Context: an optimization exercise on an open-source flow, tuned for small area and a short achievable clock period. The choices shown serve that exercise and are no tape-out recipe.
The RTL was checked by simulation tests, not by an equivalence proof against the original design.
No activity file was given, so power comes from the tool's default toggle rates.

==> flow/design.v <==
package kgp_pkg;
	typedef logic [31:0] word_t;
	typedef logic [4:0]  reg_addr_t;
	typedef logic [4:0]  shamt_t;
	localparam reg_addr_t link_reg = 5'd31;
	localparam word_t     reset_pc = 32'h0000_0000;
	localparam logic [5:0] op_rtype = 6'h00;
	localparam logic [5:0] op_addi  = 6'h01;
	localparam logic [5:0] op_compi = 6'h02;
	localparam logic [5:0] op_lw    = 6'h03;
	localparam logic [5:0] op_sw    = 6'h04;
	localparam logic [5:0] op_br    = 6'h05;
	localparam logic [5:0] op_b     = 6'h06;
	localparam logic [5:0] op_bl    = 6'h07;
	localparam logic [5:0] op_bltz  = 6'h08;
	localparam logic [5:0] op_bz    = 6'h09;
	localparam logic [5:0] op_bnz   = 6'h0a;
	localparam logic [5:0] op_bcy   = 6'h0b;
	localparam logic [5:0] op_bncy  = 6'h0c;
	localparam logic [5:0] fn_add   = 6'h00;
	localparam logic [5:0] fn_comp  = 6'h01;
	localparam logic [5:0] fn_and   = 6'h02;
	localparam logic [5:0] fn_xor   = 6'h03;
	localparam logic [5:0] fn_shll  = 6'h04;
	localparam logic [5:0] fn_shrl  = 6'h05;
	localparam logic [5:0] fn_shra  = 6'h06;
	localparam logic [5:0] fn_shllv = 6'h07;
	localparam logic [5:0] fn_shrlv = 6'h08;
	localparam logic [5:0] fn_shrav = 6'h09;
endpackage
`timescale 1ns/100ps
module control_unit (
	input  kgp_pkg::word_t instr,
	output logic           reg_write,
	output logic           wr_rt,       
	output logic           wr_link,     
	output logic           mem_read,
	output logic           mem_write,
	output logic           use_imm,
	output logic           is_comp,
	output logic           set_carry,
	output logic           res_add,
	output logic           res_and,
	output logic           res_xor,
	output logic           res_shift,
	output logic           shift_left,
	output logic           shift_arith,
	output logic           shift_by_reg,
	output logic           br_br,
	output logic           br_long,     
	output logic           br_short,    
	output logic           br_bl,
	output logic           br_bltz,
	output logic           br_bz,
	output logic           br_bnz,
	output logic           br_bcy,
	output logic           br_bncy
);
	logic [5:0] op;
	logic [5:0] fn;
	logic       rtype;
	logic       f_add, f_comp, f_and, f_xor;
	logic       f_shll, f_shrl, f_shra, f_shllv, f_shrlv, f_shrav;
	logic       o_addi, o_compi, o_lw, o_sw, o_b;
	assign op = instr[31:26];
	assign fn = instr[5:0];
	assign rtype   = (op == kgp_pkg::op_rtype);
	assign f_add   = rtype && (fn == kgp_pkg::fn_add);
	assign f_comp  = rtype && (fn == kgp_pkg::fn_comp);
	assign f_and   = rtype && (fn == kgp_pkg::fn_and);
	assign f_xor   = rtype && (fn == kgp_pkg::fn_xor);
	assign f_shll  = rtype && (fn == kgp_pkg::fn_shll);
	assign f_shrl  = rtype && (fn == kgp_pkg::fn_shrl);
	assign f_shra  = rtype && (fn == kgp_pkg::fn_shra);
	assign f_shllv = rtype && (fn == kgp_pkg::fn_shllv);
	assign f_shrlv = rtype && (fn == kgp_pkg::fn_shrlv);
	assign f_shrav = rtype && (fn == kgp_pkg::fn_shrav);
	assign o_addi  = (op == kgp_pkg::op_addi);
	assign o_compi = (op == kgp_pkg::op_compi);
	assign o_lw    = (op == kgp_pkg::op_lw);
	assign o_sw    = (op == kgp_pkg::op_sw);
	assign o_b     = (op == kgp_pkg::op_b);
	assign br_br   = (op == kgp_pkg::op_br);
	assign br_bl   = (op == kgp_pkg::op_bl);
	assign br_bltz = (op == kgp_pkg::op_bltz);
	assign br_bz   = (op == kgp_pkg::op_bz);
	assign br_bnz  = (op == kgp_pkg::op_bnz);
	assign br_bcy  = (op == kgp_pkg::op_bcy);
	assign br_bncy = (op == kgp_pkg::op_bncy);
	assign res_add      = f_add || f_comp || o_addi || o_compi;
	assign res_and      = f_and;
	assign res_xor      = f_xor;
	assign res_shift    = f_shll || f_shrl || f_shra || f_shllv || f_shrlv || f_shrav;
	assign shift_left   = f_shll || f_shllv;
	assign shift_arith  = f_shra || f_shrav;
	assign shift_by_reg = f_shllv || f_shrlv || f_shrav;
	assign is_comp   = f_comp || o_compi;
	assign use_imm   = o_addi || o_compi || o_lw || o_sw;
	assign set_carry = res_add;
	assign mem_read  = o_lw;
	assign mem_write = o_sw;
	assign wr_rt     = o_lw;
	assign wr_link   = br_bl;
	assign reg_write = res_add || res_and || res_xor || res_shift || o_lw || br_bl;
	assign br_long  = o_b || br_bl || br_bcy || br_bncy;
	assign br_short = br_bltz || br_bz || br_bnz;
endmodule
`timescale 1ns/100ps
`timescale 1ns/100ps
module read_port (
	input  logic [31:0]           sel,
	input  logic [32 * 32 - 1:0]  regs,
	output kgp_pkg::word_t        data
);
	always_comb begin
		data = '0;
		for (int i = 0; i < 32; i++) begin
			data = data | ({32{sel[i]}} & regs[i * 32 +: 32]);
		end
	end
endmodule
module read_decode (
	input  kgp_pkg::reg_addr_t addr,
	input  logic [31:0]        valid,
	output logic [31:0]        sel
);
	always_comb begin
		for (int i = 0; i < 32; i++) begin
			sel[i] = valid[i] && (addr == 5'(i));
		end
	end
endmodule
`timescale 1ns/100ps
`timescale 1ns/100ps
module kgp_core (
	input  logic           clk,
	input  logic           arst_n,
	output kgp_pkg::word_t instr_addr,
	input  kgp_pkg::word_t instr,
	output kgp_pkg::word_t mem_addr,
	output kgp_pkg::word_t mem_wdata,
	input  kgp_pkg::word_t mem_rdata,
	output logic           mem_read,
	output logic           mem_write
);
	logic reg_write, wr_rt, wr_link, c_mem_read, c_mem_write, use_imm, is_comp;
	logic set_carry, res_add, res_and, res_xor, res_shift;
	logic shift_left, shift_arith, shift_by_reg;
	logic br_br, br_long, br_short, br_bl, br_bltz, br_bz, br_bnz, br_bcy, br_bncy;
	kgp_pkg::reg_addr_t rs_addr;
	kgp_pkg::reg_addr_t rt_addr;
	kgp_pkg::reg_addr_t wr_addr;
	kgp_pkg::word_t     rs_data;
	kgp_pkg::word_t     rt_data;
	kgp_pkg::word_t     imm_ext;
	kgp_pkg::word_t     alu_b;
	kgp_pkg::word_t     addr;
	kgp_pkg::word_t     alu_result;
	kgp_pkg::word_t     wr_data;
	kgp_pkg::word_t     pc;
	kgp_pkg::word_t     pc_plus4;
	kgp_pkg::word_t     next_pc;
	kgp_pkg::shamt_t    shamt;
	logic               carry;
	logic               carry_q;
	logic [32 * 32 - 1:0] regs;
	logic [31:0]          valid;
	logic [31:0]          we;
	logic [31:0]          rs_sel;
	logic [31:0]          rt_sel;
	assign rs_addr = instr[25:21];
	assign rt_addr = instr[20:16];
	assign imm_ext = {{16{instr[15]}}, instr[15:0]};
	assign alu_b   = use_imm ? imm_ext : rt_data;
	assign shamt   = shift_by_reg ? rt_data[4:0] : instr[10:6];
	assign wr_addr = wr_link ? kgp_pkg::link_reg : (wr_rt ? rt_addr : rs_addr);
	assign wr_data = wr_link ? pc_plus4 : (wr_rt ? mem_rdata : alu_result);
	assign pc_plus4 = pc + 32'd4;
	assign instr_addr = pc;
	assign mem_addr   = addr;
	assign mem_wdata  = rt_data;
	assign mem_read   = c_mem_read;
	assign mem_write  = c_mem_write && arst_n;
	always_comb begin
		for (int i = 0; i < 32; i++) begin
			we[i]     = reg_write && (wr_addr == 5'(i));
		end
	end
	always_ff @(posedge clk or negedge arst_n) begin
		if (!arst_n) begin
			valid <= '0;
		end else begin
			valid <= valid | we;
		end
	end
	for (genvar i = 0; i < 32; i++) begin : g_reg
		always_ff @(posedge clk) begin
			if (we[i]) begin
				regs[i * 32 +: 32] <= wr_data;
			end
		end
	end
	read_decode u_rs_dec (.addr (rs_addr), .valid (valid), .sel (rs_sel));
	read_decode u_rt_dec (.addr (rt_addr), .valid (valid), .sel (rt_sel));
	read_port u_rs (.sel (rs_sel), .regs (regs), .data (rs_data));
	read_port u_rt (.sel (rt_sel), .regs (regs), .data (rt_data));
	always_ff @(posedge clk or negedge arst_n) begin
		if (!arst_n) begin
			pc      <= kgp_pkg::reset_pc;
			carry_q <= 1'b0;
		end else begin
			pc <= next_pc;
			if (set_carry) begin
				carry_q <= carry;
			end
		end
	end
	control_unit u_control (
		.instr        (instr),
		.reg_write    (reg_write),
		.wr_rt        (wr_rt),
		.wr_link      (wr_link),
		.mem_read     (c_mem_read),
		.mem_write    (c_mem_write),
		.use_imm      (use_imm),
		.is_comp      (is_comp),
		.set_carry    (set_carry),
		.res_add      (res_add),
		.res_and      (res_and),
		.res_xor      (res_xor),
		.res_shift    (res_shift),
		.shift_left   (shift_left),
		.shift_arith  (shift_arith),
		.shift_by_reg (shift_by_reg),
		.br_br        (br_br),
		.br_long      (br_long),
		.br_short     (br_short),
		.br_bl        (br_bl),
		.br_bltz      (br_bltz),
		.br_bz        (br_bz),
		.br_bnz       (br_bnz),
		.br_bcy       (br_bcy),
		.br_bncy      (br_bncy)
	);
	kgp_pkg::word_t add_a;
	kgp_pkg::word_t add_b;
	kgp_pkg::word_t sum;
	kgp_pkg::word_t sh_in;
	kgp_pkg::word_t sh_out;
	kgp_pkg::word_t shifted;
	logic           fill;
	logic [32:0]    sh_wide;
	assign add_a        = is_comp ? 32'd0 : rs_data;
	assign add_b        = is_comp ? ~alu_b : alu_b;
	assign {carry, sum} = {1'b0, add_a} + {1'b0, add_b} + 33'(is_comp);
	always_comb begin
		for (int i = 0; i < 32; i++) begin
			sh_in[i] = shift_left ? rs_data[31 - i] : rs_data[i];
		end
	end
	assign fill    = shift_arith & rs_data[31];
	assign sh_wide = $signed({fill, sh_in}) >>> shamt;
	assign sh_out  = sh_wide[31:0];
	always_comb begin
		for (int i = 0; i < 32; i++) begin
			shifted[i] = shift_left ? sh_out[31 - i] : sh_out[i];
		end
	end
	assign alu_result = ({32{res_add}}   & sum)
	                  | ({32{res_and}}   & (rs_data & alu_b))
	                  | ({32{res_xor}}   & (rs_data ^ alu_b))
	                  | ({32{res_shift}} & shifted);
	assign addr = rs_data + imm_ext;
	logic rs_zero;
	logic take_long;
	logic take_short;
	assign rs_zero    = (rs_data == '0);
	assign take_long  = (br_long && !br_bcy && !br_bncy) || (br_bcy && carry_q) || (br_bncy && !carry_q);
	assign take_short = (br_bltz && rs_data[31]) || (br_bz && rs_zero) || (br_bnz && !rs_zero);
	always_comb begin
		if (br_br) begin
			next_pc = rs_data;
		end else if (take_long) begin
			next_pc = {4'b0000, instr[25:0], 2'b00};
		end else if (take_short) begin
			next_pc = {9'd0, instr[20:0], 2'b00};
		end else begin
			next_pc = pc_plus4;
		end
	end
endmodule
Settings: LEC_CHECK=0, CAP_MARGIN=20, CORE_MARGIN=2, CORE_UTILIZATION=55, CTS_BUF_LIST=sky130_fd_sc_hd__clkbuf_8, CTS_CLUSTER_SIZE=30, SETUP_SLACK_MARGIN=3.5, SLEW_MARGIN=20, SYNTH_HIERARCHICAL=1, SYNTH_MINIMUM_KEEP_SIZE=150; clock period 12.0 ns.
run.sh (not shown) runs the stock make flow with config.mk's settings and CLKGATE_MAP_FILE= SYNTH_SCRIPT=/design/flow/synth_recipe.tcl, a recipe that flattens the netlist after the stock synthesis.
Next try:
--- a/flow/design.v
+++ b/flow/design.v
@@ -106,6 +106,13 @@
 	assign br_short = br_bltz || br_bz || br_bnz;
 endmodule
 `timescale 1ns/100ps
+module addr_adder (
+	input  kgp_pkg::word_t a,
+	input  logic [15:0]    imm,
+	output kgp_pkg::word_t sum
+);
+	assign sum = a + {{16{imm[15]}}, imm};
+endmodule
 `timescale 1ns/100ps
 module read_port (
 	input  logic [31:0]           sel,
@@ -270,7 +277,11 @@
 	                  | ({32{res_and}}   & (rs_data & alu_b))
 	                  | ({32{res_xor}}   & (rs_data ^ alu_b))
 	                  | ({32{res_shift}} & shifted);
-	assign addr = rs_data + imm_ext;
+	addr_adder u_addr (
+		.a   (rs_data),
+		.imm (instr[15:0]),
+		.sum (addr)
+	);
 	logic rs_zero;
 	logic take_long;
 	logic take_short;
Global-route usage decreases by 0.60 points.
Cell area rose by about 0.8%.
Clock-buffer cell count rose by 5.
Wire length is higher by about 0.6%.
Core utilization shrinks by 0.63 points.
Final cell count increases by 1.4%.
Power increases by 0.48%.
Worst setup slack gains 0.10 ns.
Non-clock buffer count falls by 48.
Via count went up by about 2.3%.
Synthesized cell count rose by about 3.6%.

-- port drivers added, routing unchanged --
Ports are ideal in the flow. The routed layouts listed here were re-timed in OpenROAD.
Step 1 (the two cells are an assumption about what drives the block):
set clk [get_ports {clk}]
set_driving_cell -lib_cell sky130_fd_sc_hd__clkbuf_16 $clk
set_driving_cell -lib_cell sky130_fd_sc_hd__buf_2 [delete_from_list [all_inputs] $clk]
Step 2 moves the port delays by t, midway between the first and last clock arrival at a register: inputs arrive t later, outputs are due t later. That takes back most of the time a late clock gives input paths.
a / b / c = ideal / step 1 / step 2; a / b = the first two.
| run | t, ns | setup slack, ns | slew at the worst register clock pin (ns) | worst data-port slew with drivers (ns) |
|---|---|---|---|---|
| the first run | 0.949 | 3.000 / 2.800 / 2.627 | 0.07 / 0.07 | 0.21 |
| the second run | 0.964 | 3.105 / 3.054 / 2.609 | 0.07 / 0.07 | 0.07 |
After both steps setup and hold are still met in every run listed. For the second run, which loses most, drivers alone change the setup slack by -0.051 ns; drivers and shift together by -0.496 ns.
